This is an optimization exercise on Yosys and OpenROAD, whose aim is small area, a short achievable clock period and few clock cycles per item, not a production implementation. The RTL was checked by simulation tests, not by an equivalence proof against the original design. Power and IR drop assume default switching activity.

===== design/flow/design.v =====
`timescale 1ns/1ps
module huff_enc_top (
    input  logic        clk,
    input  logic        n_rst,
    input  logic        i_tbl_we,
    input  logic [7:0]  i_tbl_addr,
    input  logic [15:0] i_tbl_code,
    input  logic [4:0]  i_tbl_len,
    input  logic        i_start,
    input  logic        i_wait,
    input  logic [1:0]  i_comp,
    input  logic [31:0] i_data,
    output logic        o_valid,
    output logic [7:0]  o_data,
    output logic        o_done
);
    logic [16:0] dc_tab  [0:8];
    logic [16:0] ac_tab  [0:23];    
    logic [16:0] eob_tab;
    logic [16:0] wval;
    always_comb begin
        for (int i = 0; i < 17; i++) begin
            wval[i] = ((i_tbl_len == 5'(i)) ||
                       ((i < 16) && (i_tbl_len > 5'(i)) && i_tbl_code[i % 16]));
        end
    end
    always_ff @(posedge clk) begin
        if (n_rst && i_tbl_we) begin
            for (int c = 0; c < 9; c++)
                if (i_tbl_addr == 8'(c)) dc_tab[c] <= wval;
            for (int r = 0; r < 3; r++)
                for (int s = 1; s <= 8; s++)
                    if (i_tbl_addr == 8'(8'h40 | (r << 4) | s)) ac_tab[8*r + s - 1] <= wval;
            if (i_tbl_addr == 8'h80) eob_tab <= wval;
        end
    end
    logic               busy;
    logic [7:0]         pred [0:2];
    logic [7:0]         psel;
    logic [8:0]         diff, dones;
    logic [8:0]         dmag;
    logic [3:0]         dcat;
    logic [7:0]         damp;
    logic [3:0]         acsz [1:3];
    logic [7:0]         acamp [1:3];
    logic [3:1]         nz;
    logic [8:0]         acv [1:3];
    logic [8:0]         aco [1:3];
    logic [8:0]         acm [1:3];
    logic               start;
    function automatic logic [3:0] bitlen9(input logic [8:0] m);
        bitlen9 = '0;
        for (int b = 0; b < 9; b++) if (m[b]) bitlen9 = 4'(b + 1);
    endfunction
    function automatic logic [7:0] lowmask(input logic [3:0] n);
        for (int b = 0; b < 8; b++) lowmask[b] = (n > 4'(b));
    endfunction
    assign start = i_start && !busy && !i_wait;
    always_comb begin
        case (i_comp)
            2'd0:    psel = pred[0];
            2'd1:    psel = pred[1];
            2'd2:    psel = pred[2];
            default: psel = '0;
        endcase
        diff  = {i_data[7], i_data[7:0]} - {psel[7], psel};
        dones = {i_data[7], i_data[7:0]} + ~{psel[7], psel};
        dmag  = diff[8] ? ~dones : diff;
        dcat  = bitlen9(dmag);
        damp  = (diff[8] ? dones[7:0] : diff[7:0]) & lowmask(dcat);
        for (int k = 1; k < 4; k++) begin
            acv[k]   = {i_data[8*k+7], i_data[8*k +: 8]};
            aco[k]   = acv[k] - 9'd1;
            acm[k]   = acv[k][8] ? -acv[k] : acv[k];
            nz[k]    = (i_data[8*k +: 8] != 8'd0);
            acsz[k]  = bitlen9(acm[k]);
            acamp[k] = (acv[k][8] ? aco[k][7:0] : acv[k][7:0]) & lowmask(acsz[k]);
        end
    end
    always_ff @(posedge clk) begin
        if (!n_rst) begin
            pred[0] <= '0;
            pred[1] <= '0;
            pred[2] <= '0;
        end else if (start) begin
            if (i_comp == 2'd0) pred[0] <= i_data[7:0];
            if (i_comp == 2'd1) pred[1] <= i_data[7:0];
            if (i_comp == 2'd2) pred[2] <= i_data[7:0];
        end
    end
    logic [24:0] fs_dc;
    always_comb begin
        fs_dc = 25'(damp);
        for (int c = 0; c < 9; c++)
            if (dcat == 4'(c)) fs_dc = fs_dc | (25'(dc_tab[c]) << c);
    end
    logic [2:0]  rem;           
    logic [3:0]  sym;           
    logic [2:0]  rem_start;
    logic [2:0]  rem_next;
    logic [1:0]  run [1:3];
    logic [1:0]  s_run;
    logic [3:0]  s_size;
    logic [7:0]  s_amp;
    logic [24:0] fs_ac;
    always_comb begin
        run[1] = 2'd0;
        run[2] = nz[1] ? 2'd0 : 2'd1;
        run[3] = nz[2] ? 2'd0 : (nz[1] ? 2'd1 : 2'd2);
        if (start) begin
            if (nz[1]) begin
                sym       = 4'b0001;
                rem_start = {!nz[3], nz[3], nz[2]};
            end else if (nz[2]) begin
                sym       = 4'b0010;
                rem_start = {!nz[3], nz[3], 1'b0};
            end else if (nz[3]) begin
                sym       = 4'b0100;
                rem_start = 3'b000;
            end else begin
                sym       = 4'b1000;
                rem_start = 3'b000;
            end
            rem_next = rem_start;
        end else begin
            rem_start = 3'b000;
            if (rem[0]) begin
                sym      = 4'b0010;
                rem_next = {rem[2:1], 1'b0};
            end else if (rem[1]) begin
                sym      = 4'b0100;
                rem_next = {rem[2], 2'b00};
            end else begin
                sym      = {rem[2], 3'b000};
                rem_next = 3'b000;
            end
        end
        s_run  = '0;
        s_size = '0;
        s_amp  = '0;
        for (int k = 1; k < 4; k++) begin
            if (sym[k-1]) begin
                s_run  = s_run  | run[k];
                s_size = s_size | acsz[k];
                s_amp  = s_amp  | acamp[k];
            end
        end
        fs_ac = 25'(s_amp);
        for (int r = 0; r < 3; r++)
            for (int s = 1; s <= 8; s++)
                if (!sym[3] && s_run == 2'(r) && s_size == 4'(s))
                    fs_ac = fs_ac | (25'(ac_tab[8*r + s - 1]) << s);
        if (sym[3]) fs_ac = fs_ac | 25'(eob_tab);
    end
    logic [24:0] a_q, p_q;
    logic [25:0] ga, gp;
    logic [24:0] oha, ohp;
    logic [4:0]  na, np;
    logic [7:0]  a_l8, p_l8;
    logic        ge8;
    logic        more;
    logic [5:0]  t;
    logic [31:0] w;
    logic [24:0] a_x, a_y, a_d;
    logic        emit, fin;
    logic [7:0]  pad;
    always_comb begin
        ga[25] = 1'b0;
        gp[25] = 1'b0;
        for (int i = 24; i >= 0; i--) begin
            ga[i] = ga[i+1] | a_q[i];
            gp[i] = gp[i+1] | p_q[i];
        end
        for (int i = 0; i < 25; i++) begin
            oha[i] = a_q[i] & !ga[i+1];
            ohp[i] = p_q[i] & !gp[i+1];
        end
        na = '0;
        np = '0;
        for (int i = 0; i < 25; i++) begin
            if (oha[i]) na = na | 5'(i);
            if (ohp[i]) np = np | 5'(i);
        end
        a_l8 = '0;
        p_l8 = '0;
        for (int k = 0; k < 8; k++)
            for (int j = 1; j < 25; j++)
                if (j - 8 + k >= 0) begin
                    a_l8[k] = a_l8[k] | (oha[j] & a_q[(j - 8 + k) % 25]);
                    p_l8[k] = p_l8[k] | (ohp[j] & p_q[(j - 8 + k) % 25]);
                end
        ge8  = ga[8];
        more = (rem != 3'b000);
        t    = 6'(na) + 6'(np);
        w    = (32'(a_q[7:0]) << np) | 32'(p_q & ~ohp);
        for (int j = 0; j < 25; j++)
            a_x[j] = (a_q[j] & ga[(j + 9) % 26] & (j + 9 <= 25)) | ((j + 8 < 25) ? oha[(j + 8) % 25] : 1'b0);
        for (int j = 0; j < 25; j++) begin
            if (t >= 6'd8)
                a_y[j] = (w[j] & (6'(j) < t - 6'd8)) | (6'(j) == t - 6'd8);
            else
                a_y[j] = w[j];
        end
        if (ge8) begin
            emit = 1'b1;
            fin  = (na == 5'd8) && (np == 5'd0) && !more;
            a_d  = a_x;
        end else begin
            emit = (t >= 6'd8) || !more;
            fin  = !more && (t <= 6'd8);
            a_d  = a_y;
        end
        pad = (!ge8 && !more) ? (8'hff >> t) : 8'h00;
    end
    assign o_valid = busy && !i_wait && emit;
    assign o_done  = busy && !i_wait && fin;
    assign o_data  = a_l8 | (ge8 ? 8'h00 : (p_l8 >> na[2:0])) | pad;
    always_ff @(posedge clk) begin
        if (!n_rst) begin
            busy <= 1'b0;
        end else if (start) begin
            busy <= 1'b1;
        end else if (busy && !i_wait && fin) begin
            busy <= 1'b0;
        end
    end
    always_ff @(posedge clk) begin
        if (start) begin
            a_q <= fs_dc;
            p_q <= fs_ac;
            rem <= rem_next;
        end else if (busy && !i_wait) begin
            a_q <= a_d;
            if (!ge8) begin
                p_q <= more ? fs_ac : 25'd1;
                rem <= rem_next;
            end
        end
    end
endmodule

===== design/flow/run.sh =====
#!/bin/bash
# synth_recipe.tcl (not shown) runs the flow's synth.tcl, then flattens the netlist and writes it again
# the make line also repeats each setting of config.mk as NAME=value (left out here)
make -C /OpenROAD-flow-scripts/flow DESIGN_CONFIG=/design/flow/config.mk WORK_HOME=/design/flow/orfs CLKGATE_MAP_FILE= SYNTH_SCRIPT=/design/flow/synth_recipe.tcl finish

===== design/flow/config.mk =====
export PLATFORM = sky130hd
export DESIGN_NAME = huff_enc_top
export DESIGN_NICKNAME = huff_enc_top
export VERILOG_FILES = /design/flow/design.v
export SDC_FILE = /design/flow/constraint.sdc
export NUM_CORES = 4
export LEC_CHECK = 0
export CAP_MARGIN = 20
export CORE_MARGIN = 2
export CORE_UTILIZATION = 40
export SLEW_MARGIN = 20

===== design/flow/constraint.sdc =====
create_clock -name core_clock -period 12.0 [get_ports {clk}]
set_input_delay 2.4000 -clock core_clock [delete_from_list [all_inputs] [get_ports {clk}]]
set_output_delay 2.4000 -clock core_clock [all_outputs]
set_load 0.01 [all_outputs]

==> impl_metrics.csv, run 1 <==
group,metric,value,unit
route,drc,0,
placement,dp_cells,3858,
pwr,power_density,142,mW/mm2
synth,ys_warn_count,10,
finish,nFillCells,7463,
synth,syn-num-nets,2900,
finish,final_common_cell,"edfxtp_1",
sta,max_freq,107,MHz
sta,hold_viol_final,0,
placement,dp_hpwl,75000,um
sta,rsz0062_at_grt,"false",
clocking,cts_buffers,70,
route,wl,114000,um
synth,synth.distinct_cells,107,
critical_path,critPathArrivalTime,6.95,ns
pwr,p_leak,12.0,nW
synth,ys_ff_latch,656,
clocking,hold_buffers,0,
finish,drive_above_1_share,0.103,
finish,final_cells,3989,
floorplanning,boundaryPins,78,
route,via_per_inst,6.37,
sta,period_needed,9.35,ns
critical_path,critPathKind,"register to output port",
worst_hold_path,worst_hold_startpoint,"pred[1][4]",
route,wl_met1,46500,um
sta,whs,0.464,ns
route,drt-initial-drc-count,3658,
sta,fin_crit_sh,0.779,
run_status,status,"no timing/DRC/antenna violations",
flow_run,drv_cap,0,
clocking,clk_path_buf_depth,3,
sta,tightest_slew,1.19,ns
route,ant_nets,0,
placement,io_buffers,77,
route,wire_per_inst,28.5,um
synth,synth_flop_cell,"edfxtp_1",
synth,synthesis.area,0.0329,mm2
floorplanning,fp.dieH,291,um
global_route,grt_first_pass_wirelength,167000,um
clocking,cts.sinks,656,
global_route,grtUsageTotal,0.263,
global_route,antenna_found_initial,3,
critical_path,startpoint,"a_q[24]",
synth,ys_seq_area_frac,0.592,
floorplanning,dieWidth,291,um
sta,tns,0,ns
clocking,insertion_delay,0.63,ns
synth,synth_edf_count,631,
finish,area_growth,13.3,%
critical_path,start_kind,"register",
clocking,clk_pin_slew,0.06,ns
sta,slew_violations,0,
finish,most-common-layout-cells,"edfxtp_1, nand2_1, nor2_1",
route,wl_met2,54100,um
route,vias,25400,
synth,syn_area_per_cell,11.7,um2
floorplanning,core,0.0817,mm2
sta,max_slew_margin,0.203,
critical_path,crit_fanout,22,
global_route,grt_start_max_net_pins,56,
finish,nNetsFinal,2954,
route,met3_length,9680,um
sta,final-setup-viol-count,0,
critical_path,r2r_start,"a_q[24]",
route,first_pass_iters,9,
clocking,htreeDepth,3,
placement,gp_congestion,0.941,
synth,synthCells,2807,
critical_path,end_kind,"output port",
floorplanning,dieArea,0.0845,mm2
floorplanning,start_util,0.402,
worst_hold_path,hold_class,"register to register",
clocking,postCtsSetupRepairBufs,0,
route,top_layer,"met5",
global_route,first_global_vias,24300,
clocking,cts_root_buffer,"clkbuf_16",
clocking,cts_tree,"yes",
floorplanning,num_rows,105,
sta,clock_skew,0.0499,ns
critical_path,required,9.60,ns
clocking,cts.repair.resized,0,
synth,synthArstFlopShare,0,
global_route,grt-ovfl-total,0,
pwr,ir_worst_vdd,126,uV
power breakdown:
| group | total, mW | internal, mW | switching, mW |
|---|---|---|---|
| clock network | 2.07 | 1.15 | 0.924 |
| logic | 0.637 | 0.205 | 0.432 |
| registers | 2.57 | 2.54 | 0.0286 |
worst max-delay path, cell delays in order (launching register included):
cell and delay, ns:
edfxtp_1 0.66, nor4_4 0.39, nand3_2 0.18, nor2b_2 0.45, inv_2 0.21, or4_4 0.65, or4_4 0.48, nor2_4 0.20
o21a_1 0.17, nor3_2 0.10, inv_2 0.13, ha_1 0.24, a21o_1 0.18, a21oi_1 0.25, nor2_1 0.07, nor2_1 0.46
inv_1 0.31, nand2_1 0.22, nor2_1 0.12, a221o_1 0.36, clkdlybuf4s50_1 0.48
cell families after synthesis:
kind of cell / share of synthesized area
compound gates: 0.184
xor+xnor: 0.0109
fa+ha+maj: 0.0102
buf+inv: 0.0320
flops: 0.592
mux: 0.0364
simple gates: 0.134
worst paths after layout:
check	end	slack, ns	cells past startpoint
max	o_data[7]	2.65	20
min	pred[1][4]	0.46	2
max reg2reg	register	4.02	25
min reg2reg	pred[1][4]	0.46	2
Yosys cell counts (13+ instances only):
cell type | instances | area (um2)
ha_1 | 22 | 275
dfxtp_1 | 25 | 500
nand4_1 | 27 | 169
nor2_1 | 232 | 871
nor3_1 | 61 | 305
a22oi_1 | 95 | 713
a21boi_0 | 16 | 120
a21oi_1 | 172 | 861
xnor2_1 | 25 | 219
a222oi_1 | 44 | 440
nor4_1 | 16 | 100
buf_2 | 35 | 175
nand2b_1 | 20 | 125
xor2_1 | 16 | 140
and3_1 | 22 | 138
a21o_1 | 24 | 180
edfxtp_1 | 631 | 18900
a221oi_1 | 65 | 569
or3_1 | 21 | 131
nand2_1 | 248 | 931
mux2_2 | 27 | 304
o21ai_0 | 113 | 566
mux2i_1 | 88 | 881
nand3_1 | 86 | 430
a211oi_1 | 24 | 180
a31oi_1 | 21 | 131
inv_1 | 59 | 221
nor2b_1 | 43 | 269
o22ai_1 | 20 | 125
clkbuf_1 | 129 | 484
o21a_1 | 13 | 97.6
o31ai_1 | 17 | 128
and2_1 | 24 | 150
a221o_1 | 20 | 200
a32oi_1 | 15 | 131
o211ai_1 | 18 | 135
a22o_1 | 43 | 377
final cells by class:
class	instances	area, um2	share of cell area
multi-input combinational	1901	12500	0.336
clock buffer	83	1820	0.0489
antenna	3	7.51	0.000202
timing repair buffer	168	1450	0.0391
inverter	64	240	0.00645
sequential	656	19400	0.523
clock inverter	44	384	0.0103
tap	1070	1340	0.0360
registers in the layout, indices dropped and copies added, names as in the netlist, named ones only:
| register | count |
|---|---|
| pred | 24 |
| ac_tab | 408 |
| rem | 3 |
| dc_tab | 153 |
| p_q | 25 |
| eob_tab | 17 |
| a_q | 9 |
| busy | 1 |
per-stage QoR:
step	setup slack, ns	cell area (um2)	total power [mW]	util
global placement	3.41	35000	3.23	0.428
finish	2.65	37200	5.27	0.455
CTS	2.71	37200	5.29	0.455
floorplan	5.09	32900	2.98	-
global route	2.14	37200	5.43	0.455
detailed placement	3.37	35000	3.24	0.428
per-layer routing:
metal,track usage,vias up
li1,-,11200
met1,0.361,12600
met2,0.432,1435
met3,0.0404,171
met4,0.0778,4
met5,0,-
Testbench counts, summed over its fixed seeds: cycles 9,294, blocks 2,400.
==> run 2: changes to the inputs <==
--- a/design/flow/config.mk
+++ b/design/flow/config.mk
@@ -7,5 +7,6 @@
 export LEC_CHECK = 0
 export CAP_MARGIN = 20
 export CORE_MARGIN = 2
-export CORE_UTILIZATION = 40
+export CORE_UTILIZATION = 55
+export SETUP_SLACK_MARGIN = 5
 export SLEW_MARGIN = 20
==> impl_metrics.csv, run 2 <==
group,metric,value,unit
run_status,status,"no timing/DRC/antenna violations",
sta,final-setup-viol-count,0,
critical_path,start_kind,"register",
synth,synth_top_area_frac,0.577,
synth,synthTopCellsByArea,"edfxtp_1, nand2_1, mux2i_1, nor2_1, a21oi_1",
flow_run,drv_cap,0,
finish,largest_register,"ac_tab",
critical_path,critPathArrivalTime,5.09,ns
synth,synth_adder_area_share,0.0102,
worst_hold_path,whs_path_depth,2,
clocking,htreeDepth,3,
route,ant_nets,0,
floorplanning,start_util,0.557,
route,wire_per_inst,29.6,um
synth,synth.distinct_cells,107,
synth,synthCells,2807,
global_route,antenna_found_initial,4,
sta,tns,0,ns
sta,fin_crit_sh,0.625,
worst_hold_path,min_to,"pred[1][1]",
sta,tightest_slew,1.18,ns
synth,synth.most_common_cell,"edfxtp_1",
clocking,clk_path_buf_depth,3,
finish,reg_top3,"ac_tab x408, dc_tab x153, p_q x25",
route,via_per_inst,6.96,
pwr,ir_worst_vdd,133,uV
synth,synthesis.area,0.0329,mm2
floorplanning,fp.dieH,248,um
synth,synthArstFlopShare,0,
sta,slew_violations,0,
sta,whs,0.479,ns
synth,synth_simple_gate_area_share,0.134,
clocking,cts_root_buffer,"clkbuf_16",
finish,drive_above_1_share,0.156,
critical_path,end_kind,"output port",
critical_path,r2r_slack,5.35,ns
clocking,hold_buffers,0,
sta,max_slew_margin,0.211,
global_route,grt_first_pass_wirelength,165000,um
critical_path,critPathKind,"register to output port",
clocking,clk_pin_slew,0.06,ns
route,drc,0,
global_route,grtUsageTotal,0.353,
route,drt-initial-drc-count,3897,
global_route,grt_start_max_net_pins,56,
clocking,cts_tree,"yes",
route,wl,112000,um
sta,period_needed,7.49,ns
placement,io_buffers,77,
floorplanning,num_rows,89,
critical_path,worstRegToRegCells,27,
global_route,use_met1,0.471,
finish,stdcell_area,0.0380,mm2
synth,syn-num-nets,2900,
sta,clock_skew,0.0469,ns
placement,dp_hpwl,71100,um
synth,synth_top_cell_by_area,"edfxtp_1",
synth,synth_edf_count,631,
finish,num_antenna_cells,0,
pwr,p_leak,12.6,nW
sta,hold_viol_final,0,
synth,synth_top_family_by_area,"compound AO/OA/AOI/OAI gates",
placement,gp_congestion,0.967,
global_route,gr-max-usage-layer,"met2",
placement,place_ws,3.26,ns
route,first_pass_iters,11,
sta,timing.final.ws_setup,4.51,ns
floorplanning,dieArea,0.0617,mm2
floorplanning,dieWidth,248,um
finish,final_cells,3769,
pwr,power_density,140,mW/mm2
finish,largest_reg_flops,408,
critical_path,crit_fanout,5,
route,vias,26200,
sta,max_freq,133,MHz
finish,final_common_cell,"edfxtp_1",
global_route,grt-ovfl-total,0,
finish,area_growth,15.6,%
sta,rsz0062_at_grt,"true",
finish,postLayoutCoreUtil,0.644,
pwr,power,5.32,mW
floorplanning,core,0.0590,mm2
synth,synth_xor_area_frac,0.0109,
synth,ys_ff_latch,656,
placement,dp_cells,3562,
critical_path,required,9.60,ns
placement,placed_area,0.0347,mm2
floorplanning,boundaryPins,78,
synth,syn_area_per_cell,11.7,um2
finish,nNetsFinal,3038,
finish,nFillCells,4531,
global_route,grt_use_met3,0.0612,
synth,synth_flop_cell,"edfxtp_1",
clocking,cts.sinks,656,
synth,synth_compound_area_frac,0.184,
clocking,cts_buffers,69,
global_route,grt_use_met2,0.568,
worst_hold_path,worst_hold_startpoint,"pred[1][1]",
finish,most-common-layout-cells,"edfxtp_1, nand2_1, nor2_1",
synth,synthMuxAreaShare,0.0364,
global_route,first_global_vias,25100,
synth,ys_warn_count,10,
critical_path,r2r_start,"a_q[24]",
synth,synth_common_cells,"edfxtp_1, nand2_1, nor2_1",
clocking,insertion_delay,0.64,ns
worst_hold_path,hold_class,"register to register",
synth,ys_seq_area_frac,0.592,
-- run 2: final cells by class --
class / instances / area (um2) / share of cell area
Tap cell: 773 / 967 / 0.0255
Sequential cell: 656 / 19400 / 0.512
Timing Repair Buffer: 251 / 2110 / 0.0556
Clock buffer: 83 / 1810 / 0.0477
Clock inverter: 39 / 388 / 0.0102
Inverter: 64 / 251 / 0.00662
Multi-Input combinational cell: 1903 / 13000 / 0.343
-- run 2: power breakdown --
group / total [mW] / internal [mW] / leakage (nW) / switching [mW]
clock: 2.07 / 1.16 / 1.07 / 0.909
sequential: 2.56 / 2.54 / 5.60 / 0.0190
combinational: 0.698 / 0.234 / 5.90 / 0.464
-- run 2: logic make-up (layout without fill, tap and decap cells) --
family | after synthesis | after routing
and+or+nand+nor | 883 | 883
AOI/OAI and AO/OA | 836 | 838
DFF | 656 | 656
buffers and inverters | 250 | 437
muxes | 116 | 116
xor gates and xnor gates | 41 | 41
adders and majority gates | 25 | 25
-- run 2: worst max-delay path by stage --
stage | from | endpoint | cells past startpoint
finish | a_q[24] | o_done | 23
floorplan | a_q[24] | o_data[3] | 23
detailed placement | a_q[24] | o_done | 21
CTS | a_q[21] | o_done | 22
global route | a_q[24] | o_data[4] | 22
global placement | a_q[24] | o_done | 21
-- run 2: timing repair --
item,in CTS,in global routing
gates resized for setup,106,46
pin swaps,25,23
cloned,1,1
endpoints found under the hold margin,0,0
setup endpoints to repair,40,50
setup buffers,43,40
-- run 2: worst max-delay path: stages, from the launching register on --
cell and delay (ns):
edfxtp_1 0.44, nor4_4 0.41, nand3_4 0.14, nor2b_4 0.17, inv_4 0.05, or4_4 0.43
or4_4 0.45, nor2_4 0.14, buf_6 0.11, o21a_1 0.15, nor3_4 0.08, inv_2 0.08
ha_4 0.12, a21o_1 0.16, a21oi_4 0.08, buf_4 0.14, and2_4 0.17, nor2_4 0.17
buf_4 0.15, ha_4 0.13, nand4_1 0.10, a21oi_2 0.23, o21a_1 0.18, buf_2 0.14
-- run 2: per-layer routing --
layer	up-vias	routed length (um)	part of all wire
met1	12800	42000	0.38
li1	11300	-	-
met2	1773	52800	0.47
met5	-	29	0.00026
met4	4	5560	0.050
met3	317	11200	0.10

-- what the ideal ports hide --
No port has a modelled driver above. Below, the same layouts with a new extraction and two added sets of constraints.
Step 1: set_driving_cell puts a clkbuf_16 on clk and a buf_2 on each other input, an assumption about the parent block.
Step 2 also shifts input and output timing later by t, the mid clock arrival at the registers, as if the neighbouring blocks saw the same clock.
a / b / c = ideal / step 1 / step 2; a / b = the first two.
| run | t, ns | setup WS [ns] | hold WS [ns] | clock arrival spread, ns | cell pins on the clock port's net |
|---|---|---|---|---|---|
| run 1 | 0.667 | 2.647 / 2.586 / 3.253 | 0.464 / 0.464 / 0.464 | 0.066 / 0.065 | 1 |
| run 2 | 0.684 | 4.506 / 4.440 / 4.521 | 0.479 / 0.479 / 0.479 | 0.048 / 0.047 | 1 |
After both steps every run listed still meets setup and hold.
